This is an optimization exercise on Yosys and OpenROAD, whose aim is small area, a short achievable clock period and few clock cycles, not a production implementation.
RTL that was checked went through simulation tests only; none was proved equivalent to the original.
Power is estimated from default activity; no workload was simulated.

Design wasm_code_stream_parser, start of the top module:
module wasm_code_stream_parser #(
    parameter int MAX_DEPTH = wcsp_pkg::MAX_DEPTH_DEFAULT
) (
    input  wire logic                aclk,
    input  wire logic                aresetn,
    input  wire logic                s_valid,
    output logic                     s_ready,
    input  wire logic [8:0]          s_data,
    output logic                     m_valid,
    input  wire logic                m_ready,
    output logic      [117:0]        m_data
);
    localparam int DW = $clog2(MAX_DEPTH + 1);
    localparam int O_OPC    = 0;
    localparam int O_IDX    = 1;
    localparam int O_CIIDX  = 2;
    localparam int O_CIRES  = 3;
    localparam int O_MEMRES = 4;
    localparam int O_ALIGN  = 5;
    localparam int O_OFF    = 6;
    localparam int O_I32    = 7;
    localparam int O_I64    = 8;
    localparam int O_F32    = 9;
    localparam int O_F64    = 10;
    localparam int O_BT     = 11;
    localparam int O_TCNT   = 12;
    localparam int O_TLAB   = 13;
    localparam int O_TDEF   = 14;
    localparam int NM       = 15;
    logic       bv_reg, sv_reg;
    logic [8:0] bd_reg, sd_reg;
    logic       adv;
    logic       in_acc;
    assign s_ready = !sv_reg;
    assign in_acc  = s_valid && !sv_reg;
    always_ff @(posedge aclk) begin
        if (!aresetn) begin
            bv_reg <= 1'b0;
            sv_reg <= 1'b0;
        end else begin
            if (!bv_reg || adv) begin
                bv_reg <= sv_reg || in_acc;
                sv_reg <= 1'b0;
            end else if (in_acc) begin
                sv_reg <= 1'b1;
            end
        end
    end
    always_ff @(posedge aclk) begin
        if (!bv_reg || adv) begin
            bd_reg <= sv_reg ? sd_reg : s_data;
        end
        if (in_acc) begin
            sd_reg <= s_data;
        end
    end
    logic [NM-1:0]   mode_reg, cm, nm;
    logic [63:0]     acc_reg, acc_next;
    logic [31:0]     mo_reg, mo_next;
    logic [3:0]      cnt_reg, cnt_next;
    logic [7:0]      op_reg;
    logic [DW-1:0]   depth_reg, depth_next;
    logic            err_reg;
  ...
Settings: LEC_CHECK=0, ABC_CLOCK_PERIOD_IN_PS=2500, CAP_MARGIN=20, CORE_MARGIN=2, CORE_UTILIZATION=40, SETUP_SLACK_MARGIN=5, SLEW_MARGIN=20; clock period 8.5 ns.
standard.sh (not shown) runs the stock make flow with config.mk's settings and CLKGATE_MAP_FILE= SYNTH_SCRIPT=/design/flow/synth_recipe.tcl, a recipe that flattens the netlist after the stock synthesis.
==> flow/flow/run.sh <==
#!/bin/bash
set -euo pipefail
MARGIN=5.8
sed -e "s/SETUP_SLACK_MARGIN=[0-9.]*/SETUP_SLACK_MARGIN=$MARGIN/" standard.sh > standard_margin.sh
grep -q "SETUP_SLACK_MARGIN=$MARGIN" standard_margin.sh
bash standard_margin.sh > standard.log 2>&1
The starting point went through all stages and came out clean.
==> next run, changes <==
--- a/flow/design.v
+++ b/flow/design.v
@@ -85,31 +85,28 @@
 `timescale 1ns / 1ps
 `default_nettype none
 module wcsp_level_stack #(
     parameter int MAX_DEPTH = wcsp_pkg::MAX_DEPTH_DEFAULT
 ) (
     input  wire logic aclk,
-    input  wire logic upd,
     input  wire logic en,
     input  wire logic up,
     input  wire logic down,
     input  wire logic push_if,
     output logic      top_if
 );
-    logic [MAX_DEPTH-1:0] lvl, lvl_d, below, above;
-    logic                 s_up, s_dn, s_hold;
-    assign below  = {lvl[MAX_DEPTH-2:0], push_if};
-    assign above  = {1'b0, lvl[MAX_DEPTH-1:1]};
-    assign s_up   = en & up;
-    assign s_dn   = en & !up & down;
-    assign s_hold = !en | (!up & !down);
-    assign lvl_d  = ({MAX_DEPTH{s_up}} & below) | ({MAX_DEPTH{s_dn}} & above) |
-                    ({MAX_DEPTH{s_hold}} & {lvl[MAX_DEPTH-1:1], lvl[0] & !en});
+    logic [MAX_DEPTH-1:0] lvl;
     always_ff @(posedge aclk) begin
-        if (upd) begin
-            lvl <= lvl_d;
+        if (en) begin
+            if (up) begin
+                lvl <= {lvl[MAX_DEPTH-2:0], push_if};
+            end else if (down) begin
+                lvl <= {1'b0, lvl[MAX_DEPTH-1:1]};
+            end else begin
+                lvl[0] <= 1'b0;
+            end
         end
     end
     assign top_if = lvl[0];
 endmodule
 `default_nettype wire
 `timescale 1ns / 1ps
@@ -167,13 +164,14 @@
             bd_reg <= sv_reg ? sd_reg : s_data;
         end
         if (in_acc) begin
             sd_reg <= s_data;
         end
     end
-    logic [NM-1:0]   mode_reg, cm, nm;
+    logic [NM-1:0]   cm, nm, mdec;
+    logic [3:0]      mode_reg, menc;
     logic [63:0]     acc_reg, acc_next;
     logic [31:0]     mo_reg, mo_next;
     logic [3:0]      cnt_reg, cnt_next;
     logic [7:0]      op_reg;
     logic [DW-1:0]   depth_reg, depth_next;
     logic            err_reg;
@@ -188,13 +186,19 @@
     logic            upd;
     logic            emit;
     assign b   = bd_reg[8:1];
     assign rs  = bd_reg[0];
     assign adv = bv_reg && (!m_valid_reg || m_ready);
     assign upd = adv && (rs || !err_reg);
-    assign cm        = rs ? NM'(1) : mode_reg;
+    always_comb begin
+        mdec = '0;
+        mdec[mode_reg] = 1'b1;
+        menc = '0;
+        for (int i = 0; i < NM; i++) if (nm[i]) menc = menc | 4'(i);
+    end
+    assign cm        = rs ? NM'(1) : mdec;
     assign cur_depth = rs ? '0 : depth_reg;
     logic c_opc, c_leb, c_l64, c_sgn, c_raw, c_res, c_f, f_last;
     assign c_opc  = cm[O_OPC];
     assign c_l64  = cm[O_I64];
     assign c_sgn  = cm[O_I32] | cm[O_I64];
     assign c_raw  = cm[O_F32] | cm[O_F64] | cm[O_BT];
@@ -330,28 +334,27 @@
         fin_next = c_opc & is_end & !dep_nz;
     end
     wcsp_level_stack #(
         .MAX_DEPTH (MAX_DEPTH)
     ) u_stack (
         .aclk    (aclk),
-        .upd     (upd),
-        .en      (push | pop | clr_top),
+        .en      ((push | pop | clr_top) && upd),
         .up      (cm[O_BT]),
         .down    (is_end),
         .push_if (op_reg == 8'h04),
         .top_if  (top_if)
     );
     always_ff @(posedge aclk) begin
         if (!aresetn) begin
-            mode_reg    <= NM'(1);
+            mode_reg    <= 4'd0;
             depth_reg   <= '0;
             err_reg     <= 1'b0;
             m_valid_reg <= 1'b0;
         end else begin
             if (upd) begin
-                mode_reg  <= nm;
+                mode_reg  <= menc;
                 depth_reg <= depth_next;
                 err_reg   <= (ecode_next != wcsp_pkg::ERR_OK);
             end
             if (upd && emit) begin
                 m_valid_reg <= 1'b1;
             end else if (m_ready) begin
@@ -365,18 +368,14 @@
             mo_reg  <= mo_next;
             cnt_reg <= cnt_next;
             if (c_opc) op_reg <= b;
             kind_reg  <= kind_next;
             ecode_reg <= ecode_next;
             fin_reg   <= fin_next;
+            kmem_reg   <= (kind_next == wcsp_pkg::KIND_MEMARG);
+            kmem_n_reg <= (kind_next != wcsp_pkg::KIND_MEMARG);
         end
     end
-    logic k_is_mem;
-    assign k_is_mem = (kind_next == wcsp_pkg::KIND_MEMARG);
-    always_ff @(posedge aclk) begin
-        kmem_reg   <= (upd & k_is_mem)  | (!upd & kmem_reg);
-        kmem_n_reg <= (upd & !k_is_mem) | (!upd & kmem_n_reg);
-    end
     assign m_valid = m_valid_reg;
     assign m_data  = {op_reg, kind_reg, acc_reg, mo_reg[31:16] & {16{kmem_reg}}, mo_reg[15:0] & {16{!kmem_n_reg}}, 6'(depth_reg), ecode_reg, fin_reg};
 endmodule
 `default_nettype wire
Effect: The changed run passed the timing, DRC and antenna checks; utilization increases by 6.9 points; worst hold slack loses 0.0053 ns; via count falls by 2.1%; sequential cell count falls by 11; worst setup slack loses 0.011 ns; power goes up by 16%; die area fell by 4.5%; clock power rises by 4.5%; global-route usage went up by 2.2 points; non-clock buffer count increases by 90; clock-buffer cell count stays the same; routed wire length climbs by 2.7%; critical path depth rises by 8; maximum frequency shrinks by 0.37%.
Function was not checked in any run of this note: the RTL went through the layout flow alone.

* * *

Setup of job 3168:
wasm_code_stream_parser, a different RTL version from the one above (not shown whole).
For scale: ~220 flip-flops, about 130 I/O pins, about 12000 µm² of cells after synthesis.
==> flow/config.mk <==
export PLATFORM = sky130hd
export DESIGN_NAME = wasm_code_stream_parser
export DESIGN_NICKNAME = wasm_code_stream_parser
export VERILOG_FILES = /design/flow/design.v
export SDC_FILE = /design/flow/constraint.sdc
export NUM_CORES = 4
export LEC_CHECK = 0
export ABC_CLOCK_PERIOD_IN_PS = 2500
export CAP_MARGIN = 20
export CORE_MARGIN = 2
export CORE_UTILIZATION = 40
export SETUP_SLACK_MARGIN = 5
export SLEW_MARGIN = 20
==> flow/constraint.sdc <==
create_clock -name core_clock -period 8.5 [get_ports {aclk}]
set_input_delay 1.7000 -clock core_clock [delete_from_list [all_inputs] [get_ports {aclk}]]
set_output_delay 1.7000 -clock core_clock [all_outputs]
set_load 0.01 [all_outputs]
run.sh (not shown) runs the stock make flow with config.mk's settings and CLKGATE_MAP_FILE= SYNTH_SCRIPT=/design/flow/synth_recipe.tcl, a recipe that flattens the netlist after the stock synthesis.
Stock flow here: none of the scripts above is used.
Input changes introduced in job 5058 (baseline for comparison: job 3168):
--- a/flow/design.v
+++ b/flow/design.v
@@ -165,24 +165,24 @@
         end
         if (in_acc) begin
             sd_reg <= s_data;
         end
     end
     logic [NM-1:0]   mode_reg, cm, nm;
     logic [63:0]     acc_reg, acc_next;
-    logic [31:0]     aux_reg, aux_next;
     logic [31:0]     mo_reg, mo_next;
     logic [3:0]      cnt_reg, cnt_next;
     logic [7:0]      op_reg;
     logic [DW-1:0]   depth_reg, depth_next;
     logic            err_reg;
     logic            m_valid_reg;
     logic [3:0]      kind_reg, kind_next;
     logic [2:0]      ecode_reg, ecode_next;
     logic            fin_reg, fin_next;
+    logic            kmem_reg;
     logic [7:0]      b;
     logic            rs;
     logic [DW-1:0]   cur_depth;
     logic            upd;
     logic            emit;
     assign b   = bd_reg[8:1];
     assign rs  = bd_reg[0];
@@ -230,44 +230,46 @@
         else if (c_sgn)
             pad_bad = (b[6:3] != 4'h0) && (b[6:3] != 4'hF);
         else
             pad_bad = (b[6:4] != 3'd0);
         leb_bad = c_leb && leb_last && (b[7] || pad_bad);
         fill    = c_sgn && b[6];
     end
-    logic acc_clr, mo_clr;
+    logic acc_clr;
     always_comb begin
         acc_clr = c_opc | leb_bad | (c_res & (b != 8'd0)) |
                   (cm[O_BT] & !(btype_ok & !cur_depth[DW-1]));
-        mo_clr  = c_opc | leb_bad;
         for (int i = 0; i < 64; i++) begin
             acc_next[i] = acc_reg[i];
             if (acc_clr)                             acc_next[i] = 1'b0;
-            else if (c_leb & !cm[O_OFF]) begin
+            else if (c_leb & !cm[O_OFF] & !cm[O_TCNT]) begin
                 if (i >= 32 && !c_l64)               acc_next[i] = 1'b0;
                 else if (cnt_reg == 4'(i / 7))       acc_next[i] = b[i % 7];
                 else if (cnt_reg < 4'(i / 7))        acc_next[i] = fill;
             end else if (c_raw) begin
                 if (cnt_reg == 4'(i / 8))            acc_next[i] = b[i % 8];
                 else if (cnt_reg < 4'(i / 8))        acc_next[i] = 1'b0;
             end
         end
-        for (int i = 0; i < 32; i++) begin
-            mo_next[i] = mo_reg[i];
-            if (mo_clr)                              mo_next[i] = 1'b0;
-            else if (cm[O_OFF]) begin
-                if (cnt_reg == 4'(i / 7))            mo_next[i] = b[i % 7];
-                else if (cnt_reg < 4'(i / 7))        mo_next[i] = 1'b0;
+        if (cm[O_TLAB]) begin
+            mo_next = (!b[7]) ? mo_reg - 32'd1 : mo_reg;
+        end else begin
+            for (int i = 0; i < 32; i++) begin
+                mo_next[i] = mo_reg[i];
+                if (cm[O_OFF] | cm[O_TCNT]) begin
+                    if (cnt_reg == 4'(i / 7))        mo_next[i] = b[i % 7];
+                    else if (cnt_reg < 4'(i / 7))    mo_next[i] = 1'b0;
+                end
             end
         end
     end
     logic leb_nz;
-    assign leb_nz = (b[6:0] != 7'd0) || ((cnt_reg != 4'd0) && (acc_reg[31:0] != 32'd0));
+    assign leb_nz = (b[6:0] != 7'd0) || ((cnt_reg != 4'd0) && (mo_reg != 32'd0));
     logic aux_one;
-    assign aux_one = (aux_reg == 32'd1);
+    assign aux_one = (mo_reg == 32'd1);
     logic push, pop, clr_top, top_if;
     logic dep_nz;
     assign dep_nz = (cur_depth != '0);
     always_comb begin
         logic b7, lend;
         b7   = b[7];
         lend = c_leb & !b7;
@@ -286,20 +288,14 @@
         nm[O_BT]     = c_opc & nb_bt;
         nm[O_TCNT]   = (c_opc & nb_tcnt)   | (cm[O_TCNT] & b7);
         nm[O_TLAB]   = (cm[O_TCNT] & !b7 & leb_nz) | (cm[O_TLAB] & b7) |
                        (cm[O_TLAB] & !b7 & !aux_one);
         nm[O_TDEF]   = (cm[O_TCNT] & !b7 & !leb_nz) | (cm[O_TLAB] & !b7 & aux_one) |
                        (cm[O_TDEF] & b7);
         cnt_next = (c_opc | lend) ? 4'd0 : cnt_reg + 4'd1;
-        if (cm[O_TCNT])
-            aux_next = acc_next[31:0];
-        else if (cm[O_TLAB] & !b7)
-            aux_next = aux_reg - 32'd1;
-        else
-            aux_next = aux_reg;
         push    = cm[O_BT] & btype_ok & !cur_depth[DW-1];
         pop     = c_opc & is_end & dep_nz;
         clr_top = c_opc & is_else & dep_nz & top_if;
         if (push)      depth_next = cur_depth + 1'b1;
         else if (pop)  depth_next = cur_depth - 1'b1;
         else           depth_next = cur_depth;
         emit = (c_opc & !nb_any) | cm[O_BT] | c_res | (c_f & f_last) | leb_bad |
@@ -358,22 +354,22 @@
                 m_valid_reg <= 1'b0;
             end
         end
     end
     always_ff @(posedge aclk) begin
         if (upd) begin
             acc_reg <= acc_next;
-            aux_reg <= aux_next;
             mo_reg  <= mo_next;
             cnt_reg <= cnt_next;
             if (c_opc) op_reg <= b;
         end
         if (upd && emit) begin
             kind_reg  <= kind_next;
             ecode_reg <= ecode_next;
             fin_reg   <= fin_next;
+            kmem_reg  <= (kind_next == wcsp_pkg::KIND_MEMARG);
         end
     end
     assign m_valid = m_valid_reg;
-    assign m_data  = {op_reg, kind_reg, acc_reg, mo_reg, 6'(depth_reg), ecode_reg, fin_reg};
+    assign m_data  = {op_reg, kind_reg, acc_reg, mo_reg & {32{kmem_reg}}, 6'(depth_reg), ecode_reg, fin_reg};
 endmodule
 `default_nettype wire
## What came out
- Per the comparison of job 5058 with job 3168, die footprint now sits lower, number of non-filler instances in the completed layout now sits lower, mux contribution to synthesized area now sits lower, smallest hold slack now sits at about the same level.
- Looking at top fanout value on the critical path across job 3168 and job 5058, the one that comes out higher is job 5058.
- Relative to job 3168, wire length has gone down in job 5058.
- Across both runs, number of clock buffer instances in the layout was lower for job 5058 than for job 3168.
- Compared with job 3168, job 5058 shows a lower post-cts resize count.
- The relative contribution of sequential cells to total power of job 5058 exceeds that of job 3168 by 2.2 points.
- Per the comparison of job 5058 with job 3168, time the worst path needs with I/O delays and setup has decreased; net switching power has decreased; portion of the post-synthesis area used by sequential elements has decreased.
- On cell area: between job 3168 and job 5058, it ends up higher for job 3168.
Testbench counts of job 5058, summed over its fixed seeds: cycles 33,140.
Function not checked in job 3168: the RTL went through the layout flow alone.

* * *

wasm_code_stream_parser, a different RTL version from the one above (not shown whole).
Size: roughly 1100 cells after synthesis, ~200 flip-flops, roughly 11000 sq um of cells after synthesis.
==> flow/config.mk <==
export PLATFORM = sky130hd
export DESIGN_NAME = wasm_code_stream_parser
export DESIGN_NICKNAME = wasm_code_stream_parser
export VERILOG_FILES = /design/flow/design.v
export SDC_FILE = /design/flow/constraint.sdc
export NUM_CORES = 4
export LEC_CHECK = 0
export ABC_CLOCK_PERIOD_IN_PS = 2500
export CAP_MARGIN = 20
export CORE_MARGIN = 2
export CORE_UTILIZATION = 40
export SETUP_SLACK_MARGIN = 5
export SLEW_MARGIN = 20
==> flow/constraint.sdc <==
create_clock -name core_clock -period 8.5 [get_ports {aclk}]
set_input_delay 1.7000 -clock core_clock [delete_from_list [all_inputs] [get_ports {aclk}]]
set_output_delay 1.7000 -clock core_clock [all_outputs]
set_load 0.01 [all_outputs]
standard.sh (not shown) runs the stock make flow with config.mk's settings and CLKGATE_MAP_FILE= SYNTH_SCRIPT=/design/flow/synth_recipe.tcl, a recipe that flattens the netlist after the stock synthesis.
Scripts as last shown in full above: flow/flow/run.sh
Rerun with:
--- a/flow/design.v
+++ b/flow/design.v
@@ -80,41 +80,38 @@
         else if (b == 8'h44) m = wcsp_pkg::MODE_F64;
         op_mode = m;
     endfunction
 endpackage
 `default_nettype wire
 `timescale 1ns / 1ps
 `default_nettype none
 module wcsp_level_stack #(
     parameter int MAX_DEPTH = wcsp_pkg::MAX_DEPTH_DEFAULT
 ) (
     input  wire logic aclk,
-    input  wire logic upd,
     input  wire logic en,
     input  wire logic up,
     input  wire logic down,
     input  wire logic push_if,
     output logic      top_if
 );
-    logic [MAX_DEPTH-1:0] lvl, lvl_d, below, above;
-    logic                 s_up, s_dn, s_hold;
-    assign below  = {lvl[MAX_DEPTH-2:0], push_if};
-    assign above  = {1'b0, lvl[MAX_DEPTH-1:1]};
-    assign s_up   = en & up;
-    assign s_dn   = en & !up & down;
-    assign s_hold = !en | (!up & !down);
-    assign lvl_d  = ({MAX_DEPTH{s_up}} & below) | ({MAX_DEPTH{s_dn}} & above) |
-                    ({MAX_DEPTH{s_hold}} & {lvl[MAX_DEPTH-1:1], lvl[0] & !en});
+    logic [MAX_DEPTH-1:0] lvl;
     always_ff @(posedge aclk) begin
-        if (upd) begin
-            lvl <= lvl_d;
+        if (en) begin
+            if (up) begin
+                lvl <= {lvl[MAX_DEPTH-2:0], push_if};
+            end else if (down) begin
+                lvl <= {1'b0, lvl[MAX_DEPTH-1:1]};
+            end else begin
+                lvl[0] <= 1'b0;
+            end
         end
     end
     assign top_if = lvl[0];
 endmodule
 `default_nettype wire
 `timescale 1ns / 1ps
 `default_nettype none
 module wasm_code_stream_parser #(
     parameter int MAX_DEPTH = wcsp_pkg::MAX_DEPTH_DEFAULT
 ) (
     input  wire logic                aclk,
@@ -173,22 +170,23 @@
     logic [NM-1:0]   mode_reg, cm, nm;
     logic [63:0]     acc_reg, acc_next;
     logic [31:0]     mo_reg, mo_next;
     logic [3:0]      cnt_reg, cnt_next;
     logic [7:0]      op_reg;
     logic [DW-1:0]   depth_reg, depth_next;
     logic            err_reg;
     logic            m_valid_reg;
     logic [3:0]      kind_reg, kind_next;
     logic [2:0]      ecode_reg, ecode_next;
     logic            fin_reg, fin_next;
+    logic            kmem_reg;
     logic [7:0]      b;
     logic            rs;
     logic [DW-1:0]   cur_depth;
     logic            upd;
     logic            emit;
     assign b   = bd_reg[8:1];
     assign rs  = bd_reg[0];
     assign adv = bv_reg && (!m_valid_reg || m_ready);
     assign upd = adv && (rs || !err_reg);
     assign cm        = rs ? NM'(1) : mode_reg;
     assign cur_depth = rs ? '0 : depth_reg;
@@ -324,24 +322,23 @@
             if (cm[O_TLAB]) kind_next = wcsp_pkg::KIND_TLABEL;
             if (cm[O_TDEF]) kind_next = wcsp_pkg::KIND_TDEFAULT;
             if (cm[O_I32])  kind_next = wcsp_pkg::KIND_I32;
             if (cm[O_I64])  kind_next = wcsp_pkg::KIND_I64;
         end
         fin_next = c_opc & is_end & !dep_nz;
     end
     wcsp_level_stack #(
         .MAX_DEPTH (MAX_DEPTH)
     ) u_stack (
         .aclk    (aclk),
-        .upd     (upd),
-        .en      (push | pop | clr_top),
+        .en      ((push | pop | clr_top) && upd),
         .up      (cm[O_BT]),
         .down    (is_end),
         .push_if (op_reg == 8'h04),
         .top_if  (top_if)
     );
     always_ff @(posedge aclk) begin
         if (!aresetn) begin
             mode_reg    <= NM'(1);
             depth_reg   <= '0;
             err_reg     <= 1'b0;
             m_valid_reg <= 1'b0;
@@ -356,33 +353,23 @@
             end else if (m_ready) begin
                 m_valid_reg <= 1'b0;
             end
         end
     end
     always_ff @(posedge aclk) begin
         if (upd) begin
             acc_reg <= acc_next;
             mo_reg  <= mo_next;
             cnt_reg <= cnt_next;
             if (c_opc) op_reg <= b;
+        end
+        if (upd && emit) begin
             kind_reg  <= kind_next;
             ecode_reg <= ecode_next;
             fin_reg   <= fin_next;
-        end
-    end
-    logic k_mem_a, k_mem_b;
-    logic [3:0] kmem_q;
-    assign k_mem_a = cm[O_OFF] & !b[7] & !leb_bad;
-    assign k_mem_b = cm[O_OFF] & !leb_bad;
-    always_ff @(posedge aclk) begin
-        if (upd) begin
-            kmem_q[0] <= k_mem_a;
-            kmem_q[1] <= !k_mem_a;
-            kmem_q[2] <= k_mem_b;
-            kmem_q[3] <= !k_mem_b;
+            kmem_reg  <= (kind_next == wcsp_pkg::KIND_MEMARG);
         end
     end
     assign m_valid = m_valid_reg;
-    assign m_data  = {op_reg, kind_reg, acc_reg, mo_reg[31:24] & {8{kmem_q[0]}}, mo_reg[23:16] & {8{!kmem_q[1]}},
-                      mo_reg[15:8] & {8{kmem_q[2]}}, mo_reg[7:0] & {8{!kmem_q[3]}}, 6'(depth_reg), ecode_reg, fin_reg};
+    assign m_data  = {op_reg, kind_reg, acc_reg, mo_reg & {32{kmem_reg}}, 6'(depth_reg), ecode_reg, fin_reg};
 endmodule
 `default_nettype wire
=> The changed run passed the timing, DRC and antenna checks; wire length came out lower by 1.1%; die area falls by 1.8%; maximum frequency is lower by 3.4%; setup slack loses 0.11 ns; core utilization drops by 1.3 points; global-route usage hardly moves; combinational power went down by 15%.
Testbench counts after the change, summed over its fixed seeds: cycles 33,140.
Function not checked in the first run of this note: the RTL went through the layout flow alone.

[port drivers added, routing unchanged]
In the flow no input, the clock included, has a driving cell. The finished layouts below were timed again as built, in two steps.
Step 1 assumes that a clkbuf_16 drives the clock port and a buf_2 every other input.
Step 2 moves the port delays by t, midway between the first and last clock arrival at a register: inputs arrive t later, outputs are due t later. That takes back most of the time a late clock gives input paths.
Slacks: no drivers / after step 1 / after step 2; pairs: no drivers / after step 1.
run | shift t [ns] | slack for setup (ns) | hold WS [ns] | worst register clock-pin slew, ns
the first run of note 1 | 0.479 | 5.391 / 5.344 / 5.244 | 0.486 / 0.486 / 0.486 | 0.08 / 0.08
the second run of note 1 | 0.496 | 5.380 / 5.337 / 5.380 | 0.481 / 0.481 / 0.481 | 0.09 / 0.09
job 3168 | 0.581 | 5.029 / 4.979 / 4.603 | 0.520 / 0.520 / 0.520 | 0.07 / 0.07
job 5058 | 0.483 | 5.064 / 5.015 / 4.662 | 0.523 / 0.523 / 0.523 | 0.07 / 0.07
the first run of note 3 | 0.488 | 5.459 / 5.411 / 5.383 | 0.505 / 0.505 / 0.505 | 0.08 / 0.08
the second run of note 3 | 0.489 | 5.351 / 5.300 / 5.040 | 0.520 / 0.520 / 0.520 | 0.08 / 0.08
After both steps setup and hold are still met in every run listed. The setup slack of job 3168, which loses most, moves by -0.050 ns with the drivers and by -0.426 ns with both steps.
